This design comes from an exercise in tuning for small area on the open sky130 flow, not from production work. Function was checked by simulation only, so behaviour that the tests miss may differ from the original. Power is estimated from default activity; no workload was simulated. The clock port is modelled as an ideal driver; clocking choices that lean on that would not hold on a real chip.

Design register_read_stage, start of the top module:
module register_read_stage
(
  input  logic              clk,
  input  logic              reset_n,
  input  logic              RegWriteWB,
  input  logic [4:0]        WriteRegWB,
  input  logic [XLEN-1:0]   FinalWriteData,
  input  logic              in_valid,
  input  logic [4:0]        Rn,
  input  logic [4:0]        Rm,
  input  logic [4:0]        Rd,
  input  logic              MemReadID,
  input  logic [CTRL_W-1:0] CtrlID,
  input  logic              flush,
  output logic [XLEN-1:0]   ReadData1EX,
  output logic [XLEN-1:0]   ReadData2EX,
  output logic [4:0]        RnEX,
  output logic [4:0]        RmEX,
  output logic [4:0]        RdEX,
  output logic              MemReadEX,
  output logic [CTRL_W-1:0] CtrlEX,
  output logic              ValidEX,
  output logic              stall
);
For scale: roughly 2100 flip-flops, ~270 I/O pins.
==> flow/config.mk <==
export PLATFORM = sky130hd
export DESIGN_NAME = register_read_stage
export DESIGN_NICKNAME = register_read_stage
export VERILOG_FILES = /design/flow/design.v
export SDC_FILE = /design/flow/constraint.sdc
export NUM_CORES = 4
export LEC_CHECK = 0
export CAP_MARGIN = 20
export CORE_MARGIN = 2
export CORE_UTILIZATION = 48
export PLACE_DENSITY = 0.62
export SLEW_MARGIN = 20
export SYNTH_HIERARCHICAL = 1
export SYNTH_MINIMUM_KEEP_SIZE = 0
==> flow/constraint.sdc <==
create_clock -name core_clock -period 5.0 [get_ports {clk}]
set_input_delay 1.0000 -clock core_clock [delete_from_list [all_inputs] [get_ports {clk}]]
set_output_delay 1.0000 -clock core_clock [all_outputs]
set_load 0.01 [all_outputs]
standard.sh (not shown) runs the stock make flow with config.mk's settings and CLKGATE_MAP_FILE= SYNTH_SCRIPT=/design/flow/synth_recipe.tcl, a recipe that flattens the netlist after the stock synthesis.
==> flow/flow/run.sh <==
#!/bin/bash
# Layout flow: the standard ORFS flow (standard.sh), unchanged except for
# the clock tree synthesis arguments (larger sink clusters, no dummy loads)
# and the cell used to buffer the ports.
set -euo pipefail
export CTS_ARGS="-sink_clustering_enable -repair_clock_nets -dont_use_dummy_load -sink_clustering_size 30 -sink_clustering_max_diameter 120"
export BUFFER_PORTS_ARGS="-buffer_cell sky130_fd_sc_hd__buf_1"
bash standard.sh finish > standard.log 2>&1
The first run went through all stages and came out clean.
Next try:
==> flow/flow/run.sh (replaced) <==
#!/bin/bash
# Layout flow: the standard ORFS flow (standard.sh), unchanged except for
# the clock tree synthesis arguments (larger sink clusters, no dummy loads)
# and the cell used to buffer the ports.
set -euo pipefail
export CTS_ARGS="-sink_clustering_enable -repair_clock_nets -dont_use_dummy_load -sink_clustering_size 20 -sink_clustering_max_diameter 100"
export BUFFER_PORTS_ARGS="-buffer_cell sky130_fd_sc_hd__buf_1"
bash standard.sh finish > standard.log 2>&1
- CAP_MARGIN: 20 -> 10
- CORE_UTILIZATION: 48 -> 30
- PLACE_DENSITY: 0.62 -> 0.45
- SLEW_MARGIN: 20 -> 10
Flip-flop and latch count does not change.
Worst setup slack degrades by 0.25 ns.
Die area went up by 59%.
Fmax went down by 5.1%.
Count of clock-buffer cells in the layout went up by 38.
Via count stays flat.
Non-clock buffer count went up by 24.
Total power went up by 5.6%.
Design area went up by 3.2%.
Synthesized cell count does not change.
Critical path depth stays the same.
Next try:
==> flow/flow/run.sh (replaced) <==
#!/bin/bash
# Layout flow: the standard ORFS flow (standard.sh), unchanged except for
# the clock tree synthesis arguments (larger sink clusters, no dummy loads)
# and the cell used to buffer the ports.
set -euo pipefail
export CTS_ARGS="-sink_clustering_enable -repair_clock_nets -dont_use_dummy_load -sink_clustering_size 30 -sink_clustering_max_diameter 120"
export BUFFER_PORTS_ARGS="-buffer_cell sky130_fd_sc_hd__buf_1"
bash standard.sh finish > standard.log 2>&1
- CAP_MARGIN: 10 -> 20
- CORE_UTILIZATION: 30 -> 55
- PLACE_DENSITY: 0.45 -> 0.7
- SLEW_MARGIN: 10 -> 20
Result: Worst setup slack improves by 0.17 ns. Wire length decreases by about 17%. Sequential share of layout area climbs by 1.8 points. Cell area is lower by 3.7%. Power shrinks by about 5.3%. Final cell count falls by 15%. Global-route usage climbs by 16 points. Worst hold slack gains 0.051 ns.

register_read_stage again, from the RTL that the note above started with.
Settings: LEC_CHECK=0, CAP_MARGIN=20, CORE_MARGIN=2, CORE_UTILIZATION=40, PLACE_DENSITY=0.55, SLEW_MARGIN=20, SYNTH_HIERARCHICAL=1, SYNTH_MINIMUM_KEEP_SIZE=0; clock period 5.0 ns.
==> flow/flow/run.sh <==
#!/bin/bash
# Layout flow: the standard ORFS flow (standard.sh), unchanged except for
# the clock tree synthesis arguments (larger sink clusters, no dummy loads)
# and the cell used to buffer the ports.
set -euo pipefail
export CTS_ARGS="-sink_clustering_enable -repair_clock_nets -dont_use_dummy_load -sink_clustering_size 24 -sink_clustering_max_diameter 100"
export BUFFER_PORTS_ARGS="-buffer_cell sky130_fd_sc_hd__buf_1"
bash standard.sh finish > standard.log 2>&1
The first run completed without violations.
Next try:
--- a/flow/flow/run.sh
+++ b/flow/flow/run.sh
@@ -5,3 +5,3 @@
 set -euo pipefail
-export CTS_ARGS="-sink_clustering_enable -repair_clock_nets -dont_use_dummy_load -sink_clustering_size 24 -sink_clustering_max_diameter 100"
+export CTS_ARGS="-sink_clustering_enable -repair_clock_nets -dont_use_dummy_load -sink_clustering_size 27 -sink_clustering_max_diameter 110"
 export BUFFER_PORTS_ARGS="-buffer_cell sky130_fd_sc_hd__buf_1"
- CORE_UTILIZATION: 40 -> 55
- PLACE_DENSITY: 0.55 -> 0.7
=>
- hold slack improved by 0.038 ns
- die area went down by 27%
- worst setup slack improved by 0.080 ns
- final area went down by 1.6%
Next try:
==> flow/run.sh (new file) <==
#!/bin/bash
# synth_recipe.tcl (not shown) runs the flow's synth.tcl, then flattens the netlist and writes it again
# the make line also repeats each setting of config.mk as NAME=value (left out here)
make -C /OpenROAD-flow-scripts/flow DESIGN_CONFIG=/design/flow/config.mk WORK_HOME=/design/flow/orfs CLKGATE_MAP_FILE= SYNTH_SCRIPT=/design/flow/synth_recipe.tcl finish
- CORE_UTILIZATION: 55 -> 30
- PLACE_DENSITY: 0.7 -> 0.45
removed: flow/flow/run.sh
removed: flow/standard.sh
=> This time the run finished with negative setup slack left. Cell area went up by 12%. Routed wire length rises by 21%. Sequential power barely changes. Sequential share of layout area shrinks by 5.2 points.
Next try:
==> flow/flow/run.sh (new file) <==
#!/bin/bash
# Layout flow: the standard ORFS flow (standard.sh), unchanged except for
# the clock tree synthesis arguments (larger sink clusters, no dummy loads)
# and the cell used to buffer the ports.
set -euo pipefail
export CTS_ARGS="-sink_clustering_enable -repair_clock_nets -dont_use_dummy_load -sink_clustering_size 24 -sink_clustering_max_diameter 100"
export BUFFER_PORTS_ARGS="-buffer_cell sky130_fd_sc_hd__buf_1"
bash standard.sh finish > standard.log 2>&1
==> flow/standard.sh (new file) <==
#!/bin/bash
# synth_recipe.tcl (not shown) runs the flow's synth.tcl, then flattens the netlist and writes it again
# the make line also repeats each setting of config.mk as NAME=value (left out here)
make -C /OpenROAD-flow-scripts/flow DESIGN_CONFIG=/design/flow/config.mk WORK_HOME=/design/flow/orfs CLKGATE_MAP_FILE= SYNTH_SCRIPT=/design/flow/synth_recipe.tcl "${@:-finish}"
removed: flow/run.sh
=> This time the run finished clean; die area is unchanged; worst hold slack improved by 0.0083 ns; routed wire length barely changes; via count fell slightly; core utilization fell by 2.7 points; register-to-register slack improved by 0.04 ns; global-route usage stays flat.
Next try:
--- a/flow/flow/run.sh
+++ b/flow/flow/run.sh
@@ -5,3 +5,3 @@
 set -euo pipefail
-export CTS_ARGS="-sink_clustering_enable -repair_clock_nets -dont_use_dummy_load -sink_clustering_size 24 -sink_clustering_max_diameter 100"
+export CTS_ARGS="-sink_clustering_enable -repair_clock_nets -dont_use_dummy_load -sink_clustering_size 27 -sink_clustering_max_diameter 110"
 export BUFFER_PORTS_ARGS="-buffer_cell sky130_fd_sc_hd__buf_1"
- CORE_UTILIZATION: 30 -> 48
- PLACE_DENSITY: 0.45 -> 0.62
Outcome: Worst hold slack gets better by 0.074 ns; cell area is lower by 2.6%; sequential power hardly moves.
Next try:
- CORE_UTILIZATION: 48 -> 40
- PLACE_DENSITY: 0.62 -> 0.55
Final cell count came out higher by 4.2%.
Count of clock-buffer cells in the layout rose by 2.
Final area grows by 0.67%.
Die area increases by 20%.
Setup slack degrades by 0.029 ns.
Wire length came out higher by 6.5%.

static timing again, ports no longer ideal:
No port has a modelled driver above. Below, the same layouts with a new extraction and two added sets of constraints.
Step 1 (the two cells are an assumption about what drives the block):
set clk [get_ports {clk}]
set_driving_cell -lib_cell sky130_fd_sc_hd__clkbuf_16 $clk
set_driving_cell -lib_cell sky130_fd_sc_hd__buf_2 [delete_from_list [all_inputs] $clk]
Step 2 moves the port delays by t, midway between the first and last clock arrival at a register: inputs arrive t later, outputs are due t later. That takes back most of the time a late clock gives input paths.
Three values: ideal ports, drivers, drivers and shift; two values: the first two.
run | t (ns) | setup WS [ns] | worst setup path after step 2 | worst register clock-pin slew, ns | cell pins on the clock port's net
the first run of note 1 | 0.837 | 0.399 / 0.310 / 1.097 | input to register | 0.12 / 0.12 | 1
the second run of note 1 | 0.908 | 0.154 / 0.053 / 0.863 | input to register | 0.10 / 0.10 | 1
the third run of note 1 | 0.858 | 0.323 / 0.229 / 0.801 | input to register | 0.12 / 0.12 | 1
the first run of note 2 | 0.887 | 0.343 / 0.242 / 0.707 | input to register | 0.11 / 0.11 | 1
the second run of note 2 | 0.853 | 0.423 / 0.329 / 0.767 | input to register | 0.12 / 0.12 | 1
the third run of note 2 | 0.995 | -0.132 / -0.234 / 0.761 | register to output | 0.07 / 0.07 | 1
the fourth run of note 2 | 0.918 | 0.161 / 0.056 / 0.809 | input to register | 0.11 / 0.11 | 1
the fifth run of note 2 | 0.854 | 0.410 / 0.320 / 1.097 | input to register | 0.11 / 0.11 | 1
the sixth run of note 2 | 0.846 | 0.382 / 0.281 / 0.656 | input to register | 0.12 / 0.12 | 1
